Context: an optimization exercise on an open-source flow, tuned for small area, a short achievable clock period and few clock cycles per item. The choices shown serve that exercise and are no tape-out recipe.
The RTL was checked by simulation tests, not by an equivalence proof against the original design.
Power is estimated from default activity; no workload was simulated.

Design sha1_message_digest, start of the top module:
module sha1_message_digest (
    input  logic                            aclk,
    input  logic                            aresetn,
    input  logic                            s_tvalid,
    output logic                            s_tready,
    input  logic [7:0]          s_tdata,    
    input  logic                            s_tlast,
    output logic                            m_tvalid,
    input  logic                            m_tready,
    output logic [31:0]         m_tdata,    
    output logic [2:0]          m_tuser,    
    output logic                            m_tlast
);
Size: roughly 1,100 flip-flops, about 51 I/O pins, ~46,000 um^2 of cells after synthesis.
clock: 8.0 ns
lec_check: 0
abc_area: 1
cap_margin: 20
core_margin: 2
core_utilization: 60
cts_buf_list: sky130_fd_sc_hd__clkbuf_8
cts_cluster_diameter: 50
cts_cluster_size: 12
setup_slack_margin: 5.0
slew_margin: 20
run.sh (not shown) runs the stock make flow with config.mk's settings and CLKGATE_MAP_FILE= SYNTH_SCRIPT=/design/flow/synth_recipe.tcl, a recipe that flattens the netlist after the stock synthesis.
Testbench counts at the start, summed over its fixed seeds: cycles 102,666, bytes 44,818.
Next try:
Settings changed: CORE_UTILIZATION 60 to 70, CTS_CLUSTER_DIAMETER 50 to 40.
The changed run completed with no timing, DRC or antenna violations.
Cell area rises slightly.
Synthesized area does not change.
Wire length rises by roughly a tenth.
Via count rises by a few percent.
Clock-buffer cell count rises by 19.

== umber ==
sha1_message_digest again, from the RTL that the note above started with.
export LEC_CHECK = 0
export ABC_AREA = 1
export CAP_MARGIN = 20
export CORE_MARGIN = 2
export CORE_UTILIZATION = 50
export CTS_BUF_LIST = sky130_fd_sc_hd__clkbuf_8
export CTS_CLUSTER_DIAMETER = 50
export CTS_CLUSTER_SIZE = 12
export SETUP_SLACK_MARGIN = 5.0
export SLEW_MARGIN = 20
create_clock -name core_clock -period 8.0 [get_ports {aclk}]
umber ended with every stage complete and zero timing, DRC or antenna violations.
Testbench counts of umber, summed over its fixed seeds: cycles 102,666, bytes 44,818.
Here is what was changed in the inputs of sierra compared with umber.
# umber
export LEC_CHECK = 0
export ABC_AREA = 1
export CAP_MARGIN = 20
export CORE_MARGIN = 2
export CORE_UTILIZATION = 50
export CTS_BUF_LIST = sky130_fd_sc_hd__clkbuf_8
export CTS_CLUSTER_DIAMETER = 50
export CTS_CLUSTER_SIZE = 12
export SETUP_SLACK_MARGIN = 5.0
export SLEW_MARGIN = 20
create_clock -name core_clock -period 8.0 [get_ports {aclk}]
# sierra
export LEC_CHECK = 0
export ABC_AREA = 1
export ABC_CLOCK_PERIOD_IN_PS = 2500
export CAP_MARGIN = 20
export CORE_MARGIN = 2
export CORE_UTILIZATION = 60
export CTS_BUF_LIST = sky130_fd_sc_hd__clkbuf_8
export CTS_CLUSTER_DIAMETER = 50
export CTS_CLUSTER_SIZE = 12
export SETUP_SLACK_MARGIN = 5.0
export SLEW_MARGIN = 20
create_clock -name core_clock -period 8.0 [get_ports {aclk}]
Findings:
Looking at fmax, sierra sits above umber.
Est. power | sierra vs umber | sierra lower
Sort sierra and umber by worst setup timing slack at the placement stage desc -> top: umber
Going from umber to sierra, initial antenna violation count shrank by 2, relative contribution of the clock network to total power dropped 1.9 points.
In the tables for sierra and umber, logic depth of the worst register-to-register path reads higher with umber.
Every stage of the flow completed for sierra, and the final layout passed the timing, design-rule and antenna checks.
umber → sierra: filler cell count decreased 2204; flip-flop and latch count after synthesis essentially unchanged; power density normalized to cell area essentially unchanged; wire length after detailed routing increased 2.6%.
When sierra is measured against umber, its post-place instance area turns out 0.56% lower.

Another version of the RTL of sha1_message_digest (not shown whole).
For scale: ~4,200 cells after synthesis.
clock: 8.0 ns
lec_check: 0
abc_area: 1
cap_margin: 20
core_margin: 2
core_utilization: 55
cts_buf_list: sky130_fd_sc_hd__clkbuf_8
cts_cluster_diameter: 50
cts_cluster_size: 12
setup_slack_margin: 4.5
slew_margin: 20
The baseline produced a clean layout.
Testbench counts at the start, summed over its fixed seeds: cycles 102,666, bytes 44,818.
Then changed:
Settings changed: ABC_AREA 1 to default, ABC_CLOCK_PERIOD_IN_PS from default to 3000, CORE_UTILIZATION 55 to 62, CTS_CLUSTER_SIZE 12 to 14, SETUP_SLACK_MARGIN 4.5 to 4.7.
=>
- total power came out lower by 19%
- clock-buffer cell count came out lower by 5
- wire length came out lower by 3.5%
- via count came out lower by 8.2%
- synthesized cell count came out lower by 22%
- worst setup slack degrades by 0.087 ns
- final cell count came out lower by 19%
- hold slack degrades by 0.0064 ns
Then changed:
Settings changed: CORE_UTILIZATION 62 to 40, CTS_BUF_LIST sky130_fd_sc_hd__clkbuf_8 to default, CTS_CLUSTER_DIAMETER 50 to default, CTS_CLUSTER_SIZE 14 to default, SETUP_SLACK_MARGIN 4.7 to 4.5.
After rerunning:
- The new run ran to the end with no violations
- sequential power stays flat
- synthesized cell count stays the same
- global-route usage went down by 11 points
- register-to-register slack loses 0.08 ns
- fmax went down by 2.2%
Then changed:
Settings changed: CORE_UTILIZATION 40 to 55, CTS_BUF_LIST from default to sky130_fd_sc_hd__clkbuf_8, CTS_CLUSTER_DIAMETER from default to 50, CTS_CLUSTER_SIZE from default to 12.
=> Setup slack got worse by 0.025 ns; fmax went down slightly; design area fell by a few percent; combinational power rose by a few percent; utilization goes up by 15 points; die area went down by a quarter to a third; count of clock-buffer cells in the layout is lower by 32; wire length rises slightly; non-clock buffer count is higher by 4; worst hold slack gets better by 0.060 ns; cell count came out lower by a little under a tenth.

==> separate check: timing with driven ports <==
In the flow no input, the clock included, has a driving cell. The finished layouts below were timed again as built, in two steps.
Step 1 sets driving cells, clkbuf_16 on the clock port and buf_2 on the other inputs (assumed; they add their load-dependent delay and slew).
Step 2 also shifts input and output timing later by t, the mid clock arrival at the registers, as if the neighbouring blocks saw the same clock.
a / b / c = ideal / step 1 / step 2; a / b = the first two.
run | t (ns) | setup slack, ns | cell pins on the clock port's net
the first run of note 1 | 0.822 | 4.955 / 4.887 / 4.315 | 1
the second run of note 1 | 0.844 | 4.910 / 4.847 / 4.274 | 1
umber | 0.853 | 4.915 / 4.852 / 4.339 | 1
sierra | 0.822 | 4.955 / 4.887 / 4.315 | 1
the first run of note 3 | 0.840 | 4.603 / 4.537 / 4.074 | 1
the second run of note 3 | 0.802 | 4.516 / 4.516 / 4.043 | 1
the third run of note 3 | 0.765 | 4.437 / 4.437 / 4.080 | 1
the fourth run of note 3 | 0.821 | 4.412 / 4.412 / 3.864 | 1
After both steps every run listed still meets setup and hold.
